Source: an optimization exercise on an open RTL-to-GDS flow (aim: small area and a short achievable clock period). Production flows keep margins and buffers that such runs may drop. RTL that was checked went through simulation tests only; none was proved equivalent to the original.

==> flow/design.v (excerpt) <==
module fir_xifu_ex_simd #(
  parameter int unsigned XLEN    = 32,
  parameter int unsigned MAC_LAT = 3,
  parameter int unsigned ID_W    = 4
) (
  input  logic            clk_i,
  input  logic            rst_i,
  input  logic            clear_i,
  input  logic            in_valid_i,
  output logic            in_ready_o,
  input  logic [1:0]      in_op_i,
  input  logic            in_mode_i,
  input  logic            in_sat_i,
  input  logic [ID_W-1:0] in_id_i,
  input  logic [4:0]      in_rd_i,
  input  logic [4:0]      in_rs1_i,
  input  logic [XLEN-1:0] in_base_i,
  input  logic [11:0]     in_imm_i,
  input  logic [4:0]      in_shamt_i,
  input  logic [XLEN-1:0] op_a_i,
  input  logic [XLEN-1:0] op_b_i,
  input  logic [XLEN-1:0] op_c_i,
  input  logic            commit_valid_i,
  input  logic [ID_W-1:0] commit_id_i,
  input  logic            commit_kill_i,
  input  logic            fwd_we_i,
  input  logic [4:0]      fwd_rd_i,
  input  logic [XLEN-1:0] fwd_result_i,
  output logic            mem_valid_o,
  input  logic            mem_ready_i,
  output logic [31:0]     mem_addr_o,
  output logic            mem_we_o,
  output logic [XLEN-1:0] mem_wdata_o,
  output logic [ID_W-1:0] mem_id_o,
  output logic            out_valid_o,
  input  logic            out_ready_i,
  output logic [1:0]      out_op_o,
  output logic [4:0]      out_rd_o,
  output logic [ID_W-1:0] out_id_o,
  output logic [XLEN-1:0] out_result_o,
  output logic [31:0]     out_next_addr_o
);
Settings: LEC_CHECK=0, CAP_MARGIN=20, CORE_MARGIN=2, CORE_UTILIZATION=40, SLEW_MARGIN=20; clock period 12.5 ns.
standard.sh (not shown) runs the stock make flow with config.mk's settings and CLKGATE_MAP_FILE= SYNTH_SCRIPT=/design/flow/synth_recipe.tcl, a recipe that flattens the netlist after the stock synthesis.
==> flow/flow/run.sh <==
#!/bin/bash
set -euo pipefail
bash standard.sh SETUP_SLACK_MARGIN=7.5 "BUFFER_PORTS_ARGS=-buffer_cell sky130_fd_sc_hd__buf_1" finish > standard_flow.log 2>&1
The baseline completed without violations.
Edit:
==> flow/run.sh (new file) <==
#!/bin/bash
# synth_recipe.tcl (not shown) runs the flow's synth.tcl, then flattens the netlist and writes it again
# the make line also repeats each setting of config.mk as NAME=value (left out here)
make -C /OpenROAD-flow-scripts/flow DESIGN_CONFIG=/design/flow/config.mk WORK_HOME=/design/flow/orfs CLKGATE_MAP_FILE= SYNTH_SCRIPT=/design/flow/synth_recipe.tcl finish
--- a/flow/config.mk
+++ b/flow/config.mk
@@ -7,2 +7,3 @@
 export LEC_CHECK = 0
+export ABC_CLOCK_PERIOD_IN_PS = 4000
 export CAP_MARGIN = 20
@@ -10,2 +11,3 @@
 export CORE_UTILIZATION = 40
+export SETUP_SLACK_MARGIN = 5
 export SLEW_MARGIN = 20
removed: flow/flow/run.sh
removed: flow/standard.sh
Outcome:
- cell area shrinks by a few percent
- sequential share of layout area grows by 0.45 points
- critical path depth grows by 1
- hold slack gets better by 0.0032 ns
- die area stays the same
- via count shrinks by a few percent
Edit:
==> flow/flow/run.sh (new file) <==
#!/bin/bash
set -euo pipefail
bash standard.sh SETUP_SLACK_MARGIN=7.5 finish > standard_flow.log 2>&1
==> flow/standard.sh (new file) <==
#!/bin/bash
# synth_recipe.tcl (not shown) runs the flow's synth.tcl, then flattens the netlist and writes it again
# the make line also repeats each setting of config.mk as NAME=value (left out here)
make -C /OpenROAD-flow-scripts/flow DESIGN_CONFIG=/design/flow/config.mk WORK_HOME=/design/flow/orfs CLKGATE_MAP_FILE= SYNTH_SCRIPT=/design/flow/synth_recipe.tcl "${@:-finish}"
--- a/flow/config.mk
+++ b/flow/config.mk
@@ -7,3 +7,2 @@
 export LEC_CHECK = 0
-export ABC_CLOCK_PERIOD_IN_PS = 4000
 export CAP_MARGIN = 20
@@ -11,3 +10,2 @@
 export CORE_UTILIZATION = 40
-export SETUP_SLACK_MARGIN = 5
 export SLEW_MARGIN = 20
removed: flow/run.sh
Outcome: Critical path depth drops by 2. Global-route usage climbs by 2.3 points. Routed wire length climbs by roughly a tenth. Fmax climbs by about a fifth. Via count climbs by roughly a tenth. Utilization climbs by 7.9 points. Hold slack gets worse by 0.0048 ns. Non-clock buffer count climbs by 213. Clock skew climbs by 0.0082 ns. Final area climbs by about a fifth.
No functional check of the RTL was part of any run of this note.

* * *

Another version of the RTL of fir_xifu_ex_simd (not shown whole).
Size: ~140 flip-flops, about 360 I/O pins, ~0.018 sq mm of cells after synthesis.
clock: 12.5 ns
lec_check: 0
cap_margin: 20
core_margin: 2
core_utilization: 40
slew_margin: 20
==> flow/flow/run.sh <==
#!/bin/bash
set -euo pipefail
bash standard.sh SETUP_SLACK_MARGIN=6.5 "BUFFER_PORTS_ARGS=-buffer_cell sky130_fd_sc_hd__buf_1" finish > standard_flow.log 2>&1
Change:
==> flow/flow/run.sh (replaced) <==
#!/bin/bash
set -euo pipefail
bash standard.sh SETUP_SLACK_MARGIN=7.5 "BUFFER_PORTS_ARGS=-buffer_cell sky130_fd_sc_hd__buf_1" finish > standard_flow.log 2>&1
- The changed run went through all stages and came out clean
- routed wire length rises by 3.4%
- die area stays the same
- clock-buffer cell count stays the same
- sequential cell count stays the same
Function was not checked in any run of this note: the RTL went through the layout flow alone.

* * *

Another version of the RTL of fir_xifu_ex_simd (not shown whole).
For scale: roughly 2000 cells after synthesis, roughly 140 flip-flops, ~360 I/O pins, ~0.018 mm2 of cells after synthesis.
export LEC_CHECK = 0
export CAP_MARGIN = 20
export CORE_MARGIN = 2
export CORE_UTILIZATION = 40
export SLEW_MARGIN = 20
create_clock -name core_clock -period 12.5 [get_ports {clk_i}]
==> flow/flow/run.sh <==
#!/bin/bash
set -euo pipefail
bash standard.sh SETUP_SLACK_MARGIN=8.5 "BUFFER_PORTS_ARGS=-buffer_cell sky130_fd_sc_hd__buf_1" finish > standard_flow.log 2>&1
The baseline finished with timing, DRC and antenna clean.
Rerun with:
==> flow/flow/run.sh (replaced) <==
#!/bin/bash
set -euo pipefail
bash standard.sh SETUP_SLACK_MARGIN=7.5 "BUFFER_PORTS_ARGS=-buffer_cell sky130_fd_sc_hd__buf_1" finish > standard_flow.log 2>&1
- CTS_BUF_LIST: default -> sky130_fd_sc_hd__clkbuf_4 sky130_fd_sc_hd__clkbuf_8
- sequential share of layout area rose by 1.0 points
- maximum frequency hardly moves
- register-to-register slack barely changes
- first-iteration DRC count goes up by 31%
- clock-buffer cell count falls by 1
- cell area falls by about 5%
- global-route usage is lower by 0.71 points
Rerun with:
- CTS_BUF_LIST: sky130_fd_sc_hd__clkbuf_4 sky130_fd_sc_hd__clkbuf_8 -> default
After rerunning: Via count shrinks by 0.34%; setup slack improves by 0.092 ns; die area does not change; routed wire length shrinks by 0.42%.

[static timing again, ports no longer ideal]
How much do the figures lean on ideal ports? The routed layouts below were timed once more, with nothing changed but the port constraints.
Step 1 (the two cells are an assumption about what drives the block):
set clk [get_ports {clk_i}]
set_driving_cell -lib_cell sky130_fd_sc_hd__clkbuf_16 $clk
set_driving_cell -lib_cell sky130_fd_sc_hd__buf_2 [delete_from_list [all_inputs] $clk]
Step 2 times the ports against the registers' clock, not the clock port: input delays grow and output delays shrink by t, the midpoint of the rising clock arrivals with the driver on.
Three values: no drivers, after step 1, after step 2; two values: the first two.
run	t, ns	slack for setup (ns)	slew at the worst register clock pin (ns)	pins driven straight from the clock port
the first run of note 1	0.499	6.457 / 6.457 / 6.457	0.07 / 0.07	1
the second run of note 1	0.495	5.291 / 5.291 / 5.291	0.06 / 0.06	1
the third run of note 1	0.480	6.519 / 6.519 / 6.519	0.07 / 0.07	1
the first run of note 2	0.496	6.394 / 6.394 / 6.046	0.07 / 0.07	1
the second run of note 2	0.502	6.434 / 6.434 / 6.296	0.07 / 0.07	1
the first run of note 3	0.495	6.828 / 6.828 / 6.765	0.08 / 0.08	1
the second run of note 3	0.552	6.822 / 6.822 / 6.713	0.10 / 0.10	1
the third run of note 3	0.500	6.914 / 6.914 / 6.696	0.07 / 0.07	1
After both steps setup and hold are still met in every run listed. For the first run of note 2, which loses most, drivers alone change the setup slack by 0.000 ns; drivers and shift together by -0.348 ns.
